What follows belongs to an exercise in optimizing a design on an open flow for small area, a short achievable clock period and few clock cycles per item; a production flow would make more cautious choices. The RTL was checked by simulation tests, not by an equivalence proof against the original design. Power is estimated from default activity; no workload was simulated.

--- design/flow/config.mk ---
export PLATFORM = sky130hd
export DESIGN_NAME = operand_stage_top
export DESIGN_NICKNAME = operand_stage_top
export VERILOG_FILES = /design/flow/design.v
export SDC_FILE = /design/flow/constraint.sdc
export NUM_CORES = 4
export LEC_CHECK = 0
export CAP_MARGIN = 40
export CELL_PAD_IN_SITES_DETAIL_PLACEMENT = 1
export CELL_PAD_IN_SITES_GLOBAL_PLACEMENT = 2
export CORE_MARGIN = 2
export CORE_UTILIZATION = 38
export CTS_CLUSTER_DIAMETER = 120
export CTS_CLUSTER_SIZE = 22
export SETUP_SLACK_MARGIN = 4.4
export SLEW_MARGIN = 60
export TNS_END_PERCENT = 100
--- design/flow/constraint.sdc ---
create_clock -name core_clock -period 8.0 [get_ports {clk}]
set_input_delay 1.6000 -clock core_clock [delete_from_list [all_inputs] [get_ports {clk}]]
set_output_delay 1.6000 -clock core_clock [all_outputs]
set_load 0.01 [all_outputs]
--- design/flow/design.v ---
`timescale 1ns/10ps
`default_nettype none
module register_bank_array #(
  parameter int warp_count = 4,
  localparam int words     = warp_count * 32,
  localparam int src_slots = 3
) (
  input  wire logic                              clk,
  input  wire logic                              rst_n,
  input  wire logic [warp_count-1:0]             rd_warp,
  input  wire logic [src_slots-1:0][31:0]        rd_sel,
  output logic [src_slots-1:0][31:0]             rd_data,
  input  wire logic [words-1:0]                  wr_en,
  input  wire logic [31:0]                       wr_data
);
  logic [warp_count-1:0][31:0][31:0] mem;
  logic [warp_count-1:0][31:0]       written;
  logic [31:0][31:0]                 warp_data;
  always_ff @(posedge clk or negedge rst_n) begin
    if (!rst_n) written <= '0;
    else        written <= written | wr_en;
  end
  always_ff @(posedge clk) begin
    for (int w = 0; w < words; w++)
      if (wr_en[w]) mem[w / 32][w % 32] <= wr_data;
  end
  logic [31:0]                 warp_written;
  logic [src_slots-1:0]        src_written;
  logic [src_slots-1:0][31:0]  src_data;
  always_comb begin
    for (int r = 0; r < 32; r++) begin
      warp_data[r]    = '0;
      warp_written[r] = 1'b0;
      for (int w = 0; w < warp_count; w++) begin
        warp_data[r]    = warp_data[r] | ({32{rd_warp[w]}} & mem[w][r]);
        warp_written[r] = warp_written[r] | (rd_warp[w] & written[w][r]);
      end
    end
    for (int k = 0; k < src_slots; k++) begin
      src_data[k]    = '0;
      src_written[k] = 1'b0;
      for (int r = 0; r < 32; r++) begin
        src_data[k]    = src_data[k] | ({32{rd_sel[k][r]}} & warp_data[r]);
        src_written[k] = src_written[k] | (rd_sel[k][r] & warp_written[r]);
      end
      rd_data[k] = {32{src_written[k]}} & src_data[k];
    end
  end
endmodule
`default_nettype wire
`timescale 1ns/10ps
`default_nettype none
module register_file_arbiter #(
  parameter int warp_count = 4,
  localparam int warp_w    = (warp_count > 1) ? $clog2(warp_count) : 1,
  localparam int words     = warp_count * 32
) (
  input  wire logic              clk,
  input  wire logic              rst_n,
  input  wire logic              wb_valid,
  input  wire logic [warp_w-1:0] wb_warp,
  input  wire logic [4:0]        wb_reg,
  input  wire logic [31:0]       wb_data,
  output logic [words-1:0]       wr_en,
  output logic [31:0]            wr_data
);
  logic                    wb_valid_q;
  logic [warp_w+4:0]       wb_addr_q;
  always_ff @(posedge clk or negedge rst_n) begin
    if (!rst_n) wb_valid_q <= 1'b0;
    else        wb_valid_q <= wb_valid;
  end
  always_ff @(posedge clk) begin
    wb_addr_q <= {wb_warp, wb_reg};
    wr_data   <= wb_data;
  end
  always_comb begin
    for (int w = 0; w < words; w++)
      wr_en[w] = wb_valid_q && (wb_addr_q == (warp_w + 5)'(w));
  end
endmodule
`default_nettype wire
`timescale 1ns/10ps
`default_nettype none
module operand_collector #(
  parameter int warp_count     = 4,
  localparam int warp_w        = (warp_count > 1) ? $clog2(warp_count) : 1,
  localparam int src_slots     = 3
) (
  input  wire logic                              clk,
  input  wire logic                              rst_n,
  input  wire logic                              issue_valid,
  input  wire logic [warp_w-1:0]                 issue_warp,
  input  wire logic [src_slots-1:0][4:0]         issue_src,
  input  wire logic [src_slots-1:0]              issue_src_used,
  input  wire logic [7:0]                        issue_tag,
  output logic                                   issue_ready,
  output logic                                   dispatch_valid,
  output logic [7:0]                             dispatch_tag,
  output logic [src_slots-1:0][31:0]             dispatch_operands,
  output logic [warp_count-1:0]                  rd_warp,
  output logic [src_slots-1:0][31:0]             rd_sel,
  input  wire logic [src_slots-1:0][31:0]        rd_data
);
  logic       iss_valid;
  logic [7:0] iss_tag;
  assign issue_ready = 1'b1;
  always_ff @(posedge clk or negedge rst_n) begin
    if (!rst_n) begin
      iss_valid      <= 1'b0;
      dispatch_valid <= 1'b0;
    end else begin
      iss_valid      <= issue_valid;
      dispatch_valid <= iss_valid;
    end
  end
  always_ff @(posedge clk) begin
    iss_tag <= issue_tag;
    for (int w = 0; w < warp_count; w++)
      rd_warp[w] <= (issue_warp == warp_w'(w));
    for (int k = 0; k < src_slots; k++) begin
      for (int r = 0; r < 32; r++)
        rd_sel[k][r] <= issue_src_used[k] && (issue_src[k] == 5'(r));
    end
    dispatch_tag      <= iss_tag;
    dispatch_operands <= rd_data;
  end
endmodule
`default_nettype wire
`timescale 1ns/10ps
`default_nettype none
module operand_stage_top #(
  parameter int collector_size = 2,
  parameter int warp_count     = 4,
  localparam int warp_w        = (warp_count > 1) ? $clog2(warp_count) : 1,
  localparam int idx_w         = (collector_size > 1) ? $clog2(collector_size) : 1,
  localparam int bank_num      = 4,
  localparam int src_slots     = 3
) (
  input  wire logic                           clk,
  input  wire logic                           rst_n,
  input  wire logic                           issue_valid,
  input  wire logic [warp_w-1:0]              issue_warp,
  input  wire logic [src_slots-1:0][4:0]      issue_src,
  input  wire logic [src_slots-1:0]           issue_src_used,
  input  wire logic [7:0]                     issue_tag,
  output logic                                issue_ready,
  input  wire logic                           wb_valid,
  input  wire logic [warp_w-1:0]              wb_warp,
  input  wire logic [4:0]                     wb_reg,
  input  wire logic [31:0]                    wb_data,
  output logic                                dispatch_valid,
  output logic [7:0]                          dispatch_tag,
  output logic [src_slots-1:0][31:0]          dispatch_operands
);
  localparam int words = warp_count * 32;
  logic [warp_count-1:0]            rd_warp;
  logic [src_slots-1:0][31:0]       rd_sel;
  logic [src_slots-1:0][31:0]       rd_data;
  logic [words-1:0]                 wr_en;
  logic [31:0]                      wr_data;
  operand_collector #(
    .warp_count (warp_count)
  ) collector0 (
    .clk               (clk),
    .rst_n             (rst_n),
    .issue_valid       (issue_valid),
    .issue_warp        (issue_warp),
    .issue_src         (issue_src),
    .issue_src_used    (issue_src_used),
    .issue_tag         (issue_tag),
    .issue_ready       (issue_ready),
    .dispatch_valid    (dispatch_valid),
    .dispatch_tag      (dispatch_tag),
    .dispatch_operands (dispatch_operands),
    .rd_warp           (rd_warp),
    .rd_sel            (rd_sel),
    .rd_data           (rd_data)
  );
  register_file_arbiter #(
    .warp_count (warp_count)
  ) arbiter0 (
    .clk      (clk),
    .rst_n    (rst_n),
    .wb_valid (wb_valid),
    .wb_warp  (wb_warp),
    .wb_reg   (wb_reg),
    .wb_data  (wb_data),
    .wr_en    (wr_en),
    .wr_data  (wr_data)
  );
  register_bank_array #(
    .warp_count (warp_count)
  ) banks0 (
    .clk     (clk),
    .rst_n   (rst_n),
    .rd_warp (rd_warp),
    .rd_sel  (rd_sel),
    .rd_data (rd_data),
    .wr_en   (wr_en),
    .wr_data (wr_data)
  );
endmodule
`default_nettype wire
--- design/flow/flow/run.sh ---
#!/bin/bash
# The standard layout, with a global routing layer adjustment that keeps
# more of met1 free for pin access. make's output goes to make.log.
set -euo pipefail
export FASTROUTE_TCL="$PWD/flow/fastroute.tcl"
bash standard.sh > make.log 2>&1
--- design/flow/flow/fastroute.tcl ---
# Less global routing on met1 and met2, where pin access needs room
set_global_routing_layer_adjustment met1 0.7
set_global_routing_layer_adjustment met2 0.35
set_global_routing_layer_adjustment met3-$::env(MAX_ROUTING_LAYER) 0.2

set_routing_layers -clock $::env(MIN_CLK_ROUTING_LAYER)-$::env(MAX_ROUTING_LAYER)
set_routing_layers -signal $::env(MIN_ROUTING_LAYER)-$::env(MAX_ROUTING_LAYER)
--- design/flow/standard.sh ---
#!/bin/bash
# synth_recipe.tcl (not shown) runs the flow's synth.tcl, then flattens the netlist and writes it again
# the make line also repeats each setting of config.mk as NAME=value (left out here)
make -C /OpenROAD-flow-scripts/flow DESIGN_CONFIG=/design/flow/config.mk WORK_HOME=/design/flow/orfs CLKGATE_MAP_FILE= SYNTH_SCRIPT=/design/flow/synth_recipe.tcl "${@:-finish}"
==> flow_summary_export.csv, run 1 <==
group,metric,value,unit
outcome,outcome,"finished clean",
timing,finalHoldViolations,0,
critical_path,path_buf_inv,1,
die,floorplan.initialDensity,38.12,%
die,row_count,247,
critical_path,timing.setup.critical_path_class,"reg2out",
synthesis,yosys_warnings,3,
placement,place.port_buffers,175,
timing,unrepaired_setup_endpoints_after_global_routing,"yes",
timing,report.final.setup_viol,0,
timing,finalCritPeriodShare,45.65,%
placement,post-dp-hpwl,518.2,mm
finish,final_cell_count_no_fill,17922,
routing,maxUsedRoutingLayer,"met5",
routing,drc_violations_left,0,
placement,cell_total_after_placement,17247,
critical_path,maximum_fanout_along_the_worst_path,12,
critical_path,max_stage_delay,0.57,ns
routing,drt_pre_antenna_iters,8,
power_and_ir_drop,leakagePower,63.73,nW
synthesis,synth-seq-area-share,76.17,%
critical_path,worst_path_dominant_cell_family,"flip-flops",
finish,layout.cells.most_common_list,"edfxtp_1 (4096), a22oi_1 (3638), nand2_1 (1047), nand4_1 (412), buf_6 (249)",
routing,m1WireLength,216.1,mm
global_route,grt_pass1_vias,130693,
timing,setup_total_negative_slack,0,ns
routing,drt_first_iter_violations,7293,
timing,achievable-frequency,273.8,MHz
clock_network,clk_transition_reported_paths,0.10,ns
power_and_ir_drop,internal_power,31.95,mW
power_and_ir_drop,pwr-share-seq,61.1,%
critical_path,critPathArrivalTime,2.05,ns
die,floorplan.die_area,0.4590,sq mm
power_and_ir_drop,peakVddDrop,0.0001832,V
routing,wl_met2,342.6,mm
global_route,grt_pass1_wl,1130,mm
critical_path,worst_ep_required_time,6.40,ns
critical_path,start_kind,"flop",
critical_path,worst_path_cell_with_the_longest_stage_delay,"dfxtp_2",
die,die_height,677.5,microns
routing,vias_per_cell,6.555,
synthesis,syn-mean-instance-area,15.41,sq um
die,ios,177,
timing,timing.final.crit_period,3.652,ns
die,fp.coreArea,0.4521,sq mm
routing,detailroute.via_count,117481,
routing,postRouteWirelength,846.2,mm
power_and_ir_drop,power.clock.fraction,31.0,%
timing,worst-slew-pin-transition,0.6751,ns
clock_network,cts-root-to-sink-buffers,4,
critical_path,critical_path.cell_chain,"dlygate4sd2_1",
clock_network,cts.sink_count,4478,
power_and_ir_drop,power.total,42.32,mW
finish,area.growth.synth_to_final,14.95,%
critical_path,setup.reg_to_reg.worst_slack,4.40,ns
synthesis,synthesis.nets,11256,
power_and_ir_drop,power.density_cell_area,213.6,mW/mm^2
power_and_ir_drop,p_sw_share,24.51,%
synthesis,synth-seq-cells,4478,
routing,avgRoutedWirePerCell,47.22,microns
clock_network,worstSkewPairLatency,1.10,ns
min_path,hold_path.class,"reg2reg",
placement,gp_congestion,1.035,
timing,slew-limit-headroom,54.99,%
routing,wl_met3,197.9,mm
clock_network,cts_tree,"built",
finish,most_common_cell_after_layout_fill_and_taps_aside,"edfxtp_1",
synthesis,postSynthCellCount,11185,
timing,final-max-slew-violation-count,0,
global_route,largest_net_degree_at_the_start_of_global_routing,91,
global_route,grt_antenna_before_repair,145,
clock_network,cts-buffers-inserted,227,
finish,final_layout_size_suffix_gt1_share,13.86,%
critical_path,crit_path_end_kind,"primary output",
finish,final_net_count,11646,
global_route,grt_remaining_overflow,0,
clock_network,cts.htree.levels,4,
global_route,grt.total_usage,49.94,%
routing,drtAntennaViolNets,0,
die,dieWidth,677.5,microns
clock_network,clock-root-buffer,"clkbuf_16",
timing,skew,0.08756,ns
power_and_ir_drop,comb_power_share,7.9,%
power_and_ir_drop,netSwitchingPower,10.37,mW
synthesis,yosysUniqueCellTypes,29,
run,cap_viol_max_count,0,
synthesis,synth_area,0.1724,sq mm
## stage by stage
stage | hold slack [ns] | cell area, sq um | utilization (%) | worst slack [ns]
CTS | 0.3366 | 196100 | 43.37 | 4.401
finish | 0.3345 | 198100 | 43.82 | 4.348
global route | 0.3482 | 198000 | 43.79 | 4.349
detailed placement | 0.3136 | 189500 | 41.92 | 4.318
global placement | 0.3113 | 182600 | 40.38 | 3.229
floorplan | 0.3096 | 172400 | - | 4.891
## what timing repair did
action,in CTS,in global routing
endpoints found under the setup margin,100,37
hold buffers,0,0
setup buffers,0,2
pin swaps,0,11
gates resized for setup,214,21
## state kept, by name (all words and copies together), names as in the netlist
signal	cells
banks0.mem	4096
banks0.written	128
collector0.dispatch_operands	96
collector0.rd_sel	96
arbiter0.wr_data	32
collector0.dispatch_tag	8
collector0.iss_tag	8
arbiter0.wb_addr_q	7
collector0.rd_warp	4
arbiter0.wb_valid_q	1
collector0.dispatch_valid	1
collector0.iss_valid	1
## worst paths after layout
| kind | from | cells past startpoint | end |
|---|---|---|---|
| max | collector0.dispatch_operands[31] | 1 | dispatch_operands[31] |
| max in group asynchronous | rst_n | 4 | banks0.written[61] |
| min | collector0.iss_tag[3] | 0 | collector0.dispatch_tag[3] |
| min in group asynchronous | rst_n | 2 | banks0.written[69] |
| max reg2reg | collector0.rd_warp[1] | 11 | collector0.dispatch_operands[66] |
| min reg2reg | collector0.iss_tag[3] | 0 | collector0.dispatch_tag[3] |
## final cells by class
class                           instances  area (sq um)
Multi-Input combinational cell       5812         38810
Fill cell                           43761        254000
Timing Repair Buffer                 1055         13200
Antenna cell                          216         540.5
Inverter                                1         3.754
Clock inverter                         11         128.9
Clock buffer                          373          6312
Sequential cell                      4478        131700
Tap cell                             5976          7477
## cell families after synthesis
group,count (synthesis),share of synthesized area [%]
DFF,4478,76.17
AOI/OAI and AO/OA,3720,16.16
and+or+nand+nor,2091,5.664
buffers and inverters,895,2.003
other,1,0.002176
## routing by layer
layer	vias up	track usage, %
met5	-	7.987
met3	3077	43.71
li1	46622	-
met4	146	33.56
met2	11265	61.03
met1	56371	69.46
## power by group through the flow
stage	clock network [mW]	registers [mW]	logic [mW]
finish	13.1	25.8	3.35
global route	14.0	25.9	3.51
CTS	13.4	25.9	3.23
detailed placement	0	26.4	3.23
global placement	0	26.5	2.78
floorplan	0	26.5	1.25
## Yosys cell counts
library cell  count  area share [%]
or4_1             3           0.013
nor2b_1          15           0.054
nor4_1           96            0.35
nand2b_1          6           0.022
conb_1            1          0.0022
clkbuf_2          1          0.0029
buf_6             9           0.059
dfrtp_1         131             1.9
buf_2            14           0.041
buf_4             2          0.0087
nor3_4            3           0.028
nand3_1          29           0.084
o21ai_1           4           0.012
edfxtp_1       4096              71
nor2_1          267            0.58
nor2_2           60            0.22
or2_2           131            0.48
a22o_1           32            0.16
or3b_2            2           0.010
inv_1             1          0.0022
and2_1            1          0.0036
nand4_1         412             1.5
a22oi_1        3640              16
dfxtp_1         251             2.9
nand2_1        1062             2.3
o21ai_0          44            0.13
nand3b_1          4           0.017
buf_1            76            0.17
clkbuf_1        792             1.7
Testbench counts, summed over its fixed seeds: cycles 2,738, items 2,048.
==> run 2: changes to the inputs <==
--- a/design/flow/design.v
+++ b/design/flow/design.v
@@ -57,4 +57,2 @@
 ) (
-  input  wire logic              clk,
-  input  wire logic              rst_n,
   input  wire logic              wb_valid,
@@ -62,19 +60,7 @@
   input  wire logic [4:0]        wb_reg,
-  input  wire logic [31:0]       wb_data,
-  output logic [words-1:0]       wr_en,
-  output logic [31:0]            wr_data
+  output logic [words-1:0]       wr_en
 );
-  logic                    wb_valid_q;
-  logic [warp_w+4:0]       wb_addr_q;
-  always_ff @(posedge clk or negedge rst_n) begin
-    if (!rst_n) wb_valid_q <= 1'b0;
-    else        wb_valid_q <= wb_valid;
-  end
-  always_ff @(posedge clk) begin
-    wb_addr_q <= {wb_warp, wb_reg};
-    wr_data   <= wb_data;
-  end
   always_comb begin
     for (int w = 0; w < words; w++)
-      wr_en[w] = wb_valid_q && (wb_addr_q == (warp_w + 5)'(w));
+      wr_en[w] = wb_valid && ({wb_warp, wb_reg} == (warp_w + 5)'(w));
   end
@@ -160,3 +146,2 @@
   logic [words-1:0]                 wr_en;
-  logic [31:0]                      wr_data;
   operand_collector #(
@@ -182,4 +167,2 @@
   ) arbiter0 (
-    .clk      (clk),
-    .rst_n    (rst_n),
     .wb_valid (wb_valid),
@@ -187,5 +170,3 @@
     .wb_reg   (wb_reg),
-    .wb_data  (wb_data),
-    .wr_en    (wr_en),
-    .wr_data  (wr_data)
+    .wr_en    (wr_en)
   );
@@ -200,3 +181,3 @@
     .wr_en   (wr_en),
-    .wr_data (wr_data)
+    .wr_data (wb_data)
   );
--- a/design/flow/config.mk
+++ b/design/flow/config.mk
@@ -9,5 +9,5 @@
 export CELL_PAD_IN_SITES_DETAIL_PLACEMENT = 1
-export CELL_PAD_IN_SITES_GLOBAL_PLACEMENT = 2
+export CELL_PAD_IN_SITES_GLOBAL_PLACEMENT = 1
 export CORE_MARGIN = 2
-export CORE_UTILIZATION = 38
+export CORE_UTILIZATION = 45
 export CTS_CLUSTER_DIAMETER = 120
==> run 2 against run 1 <==
Compared with the run above: highest routed layer unchanged; non-clock buffer count up 102; register-to-register slack worse by 0.11 ns; first-iteration DRC count up 3.2%; global-route usage up 8.7 points; largest cell class unchanged; total power up 1.1%; synthesized area down 0.47%; still clean on timing, DRC and antenna; final cell count down 5.7%; synthesized cell count down 0.36%.
==> flow_summary_export.csv, run 2 <==
group,metric,value,unit
placement,cell_total_after_placement,16323,
min_path,worst_hold_startpoint,"collector0.iss_tag[4]",
timing,report.final.setup_viol,0,
finish,largest_registers,"banks0.mem x4096, banks0.written x128",
synthesis,synth-seq-area-share,76.06,%
die,floorplan.initialDensity,45.24,%
routing,drt_first_iter_violations,7529,
synthesis,syn-mean-instance-area,15.39,sq um
synthesis,synthTopCellsByCount,"edfxtp_1 (4096), a22oi_1 (3640), nand2_1 (1062)",
die,row_count,226,
timing,finalCritPeriodShare,46.41,%
finish,most_common_cell_after_layout_fill_and_taps_aside,"edfxtp_1",
critical_path,critical_path.reg2reg.startpoint,"collector0.rd_warp[2]",
placement,place.port_buffers,175,
synthesis,synth-seq-cells,4438,
finish,largest_register_ffs,4096,
global_route,grt_remaining_overflow,0,
synthesis,postSynthCellCount,11145,
routing,wl_met2,329.3,mm
routing,detailroute.via_count,115814,
timing,setup_total_negative_slack,0,ns
critical_path,worst_ep_required_time,8.86,ns
routing,drt_pre_antenna_iters,6,
run,cap_viol_max_count,0,
placement,post-dp-hpwl,578.9,mm
global_route,largest_net_degree_at_the_start_of_global_routing,106,
clock_network,cts.sink_count,4438,
critical_path,path_buf_inv,5,
finish,final_net_count,11708,
min_path,hold_path.class,"reg2reg",
routing,drtAntennaViolNets,0,
critical_path,max_stage_delay,0.68,ns
synthesis,yosysUniqueCellTypes,29,
placement,dp_slack,3.180,ns
critical_path,critical_path.cell_chain,"buf_12, buf_12, a22o_4, o21ai_2, nand4_1, or4_4, nor3_4, buf_6, buf_4, clkbuf_16, nor2_1",
critical_path,start_kind,"flop",
clock_network,clk_transition_reported_paths,0.09,ns
timing,worst-slew-pin-transition,0.7568,ns
synthesis,synth-async-reset-ratio,2.929,%
die,fp.coreArea,0.3792,sq mm
finish,layout.cells.most_common_list,"edfxtp_1 (4096), a22oi_1 (3635), nand2_1 (982), buf_6 (493), nand4_1 (412)",
critical_path,setup.reg_to_reg.worst_slack,4.29,ns
global_route,grt_pass1_vias,128723,
synthesis,yosys.cell_count.top_type,"edfxtp_1",
clock_network,clock-root-buffer,"clkbuf_16",
critical_path,worst_path_most_repeated_cell,"buf_12",
routing,postRouteWirelength,841.6,mm
critical_path,maximum_fanout_along_the_worst_path,101,
outcome,outcome,"finished clean",
timing,slew-limit-headroom,49.40,%
routing,wl_met3,204.5,mm
global_route,grt_antenna_before_repair,75,
critical_path,worst_path_dominant_cell_family,"simple AND/OR/NAND/NOR gates",
die,floorplan.die_area,0.3862,sq mm
global_route,grt.total_usage,58.63,%
timing,final-max-slew-violation-count,0,
routing,vias_per_cell,6.850,
placement,gp_congestion,1.129,
synthesis,netlist.area_leader.share,71.69,%
synthesis,synthesis.nets,11216,
routing,drc_violations_left,0,
critical_path,timing.setup.critical_path_class,"reg2reg",
finish,regMostFlops,"banks0.mem",
timing,skew,0.05956,ns
critical_path,worst_path_cell_with_the_longest_stage_delay,"or4_4",
critical_path,critPathArrivalTime,4.57,ns
finish,area.growth.synth_to_final,14.83,%
die,die_height,621.5,microns
synthesis,yosys-top-cells-area,"edfxtp_1 (72%), a22oi_1 (16%), dfxtp_1 (2.5%)",
clock_network,cts.htree.levels,4,
critical_path,crit_path_end_kind,"flop",
timing,timing.final.crit_period,3.713,ns
finish,final_cell_count_no_fill,16908,
synthesis,synthDominantAreaCellType,"edfxtp_1",
power_and_ir_drop,peakVddDrop,0.0002353,V
min_path,worst_hold_path.endpoint,"collector0.dispatch_tag[4]",
synthesis,synth_top_flop_cell,"edfxtp_1",
clock_network,worstSkewPairLatency,1.04,ns
routing,m1WireLength,197.4,mm
finish,final_layout_size_suffix_gt1_share,15.43,%
critical_path,worstReg2RegEnd,"collector0.dispatch_operands[32]",
synthesis,synth_area,0.1716,sq mm
clock_network,cts.hold.buffers_added,0,
power_and_ir_drop,power.density_cell_area,217.2,mW/mm^2
clock_network,cts_tree,"built",
synthesis,synth_enable_flop_cells,4096,
die,dieWidth,621.5,microns
timing,unrepaired_setup_endpoints_after_global_routing,"yes",
routing,avgRoutedWirePerCell,49.77,microns
clock_network,cts-buffers-inserted,227,
timing,finalHoldViolations,0,
routing,maxUsedRoutingLayer,"met5",
synthesis,yosys_warnings,3,
timing,fin_ws,4.287,ns
critical_path,worstRegToRegCells,11,
clock_network,cts-root-to-sink-buffers,4,
min_path,whs_path_depth,0,
global_route,grt_pass1_wl,1109,mm
die,ios,177,
power_and_ir_drop,leakagePower,63.85,nW
timing,achievable-frequency,269.3,MHz
run 2: area by class of cell:
| type | count | area, sq um |
|---|---|---|
| clock buffer | 393 | 6410 |
| fill | 35258 | 182200 |
| sequential | 4438 | 130600 |
| antenna | 72 | 180.2 |
| tap | 5016 | 6276 |
| timing repair buffer | 1157 | 13720 |
| multi-input combinational | 5812 | 39570 |
| clock inverter | 19 | 259.0 |
| inverter | 1 | 3.754 |
run 2: how the worst max path moves through the flow:
stage	startpoint	to	slack, ns	cells past startpoint
CTS	wb_reg[0]	banks0.mem[1047]	4.39	8
detailed placement	wb_reg[0]	banks0.mem[2753]	3.18	8
finish	collector0.rd_warp[2]	collector0.dispatch_operands[32]	4.29	11
global route	collector0.rd_warp[1]	collector0.dispatch_operands[63]	4.34	13
floorplan	wb_valid	banks0.mem[3264]	4.00	4
global placement	wb_reg[1]	banks0.mem[3511]	1.85	5
run 2: worst reg2reg max path: cells and delay by family (launching register included):
family                 cells  cell delay (ns)
DFF                        1             0.40
buffers and inverters      5             1.02
and+or+nand+nor            4             1.47
AOI/OAI and AO/OA          2             0.69
run 2: logic make-up after synthesis:
logic type	after synthesis	share of synthesized area, %
flops	4438	76.06
compound gates	3720	16.23
simple gates	2091	5.691
buf+inv	895	2.013
other cells	1	0.002186
run 2: layer usage:
metal / track usage [%] / vias up
met4: 43.19 / 159
li1: - / 46556
met5: 17.09 / -
met2: 70.99 / 10688
met3: 51.04 / 2862
met1: 77.24 / 55549
run 2: what timing repair did:
item | 4_1_cts | 5_1_grt
setup buffers | 9 | 24
gates resized for setup | 102 | 94
setup endpoints to repair | 155 | 205
gates cloned | 9 | 12
pin swaps | 6 | 31
run 2: through the flow:
stage               hold WS [ns]  power (mW)  util [%]  instance area [sq um]
global placement          0.3108       29.53     47.48                 180000
global route              0.3440       43.62     51.94                 196900
CTS                       0.3332       42.57     51.40                 194900
detailed placement        0.3135       29.83     49.49                 187700
finish                    0.3330       42.80     51.95                 197000
floorplan                 0.3096       27.35         -                 172500
run 2: power breakdown:
group          internal, mW  switching (mW)  total (mW)  leakage [nW]
logic                 0.913            3.23        4.14          20.4
registers              25.5           0.110        25.6          40.3
clock network          5.52            7.56        13.1          3.16
total                  31.9            10.9        42.8          63.9
Testbench counts of run 2, summed over its fixed seeds: cycles 2,738, items 2,048.

==> afterwards: timing with drivers on the ports <==
The flow's constraints put no driver on any port. The routed layouts listed below were extracted and timed again, unchanged, in two steps. Step 1 (the two cells are an assumption about what drives the block):
set clk [get_ports {clk}]
set_driving_cell -lib_cell sky130_fd_sc_hd__clkbuf_16 $clk
set_driving_cell -lib_cell sky130_fd_sc_hd__buf_2 [delete_from_list [all_inputs] $clk]
Step 2 times the ports against the registers' clock, not the clock port: input delays grow and output delays shrink by t, the midpoint of the rising clock arrivals with the driver on. Three values: ideal, step 1, step 2; two values: the first two.
| run | t, ns | setup slack, ns | worst setup path after step 2 | worst register clock-pin slew, ns |
|---|---|---|---|---|
| run 1 | 1.157 | 4.348 / 4.249 / 4.164 | input to register | 0.11 / 0.11 |
| run 2 | 1.131 | 4.287 / 4.280 / 3.310 | input to register | 0.10 / 0.10 |
After both steps every run listed still meets setup and hold. For run 2, which loses most, drivers alone change the setup slack by -0.007 ns; drivers and shift together by -0.977 ns.
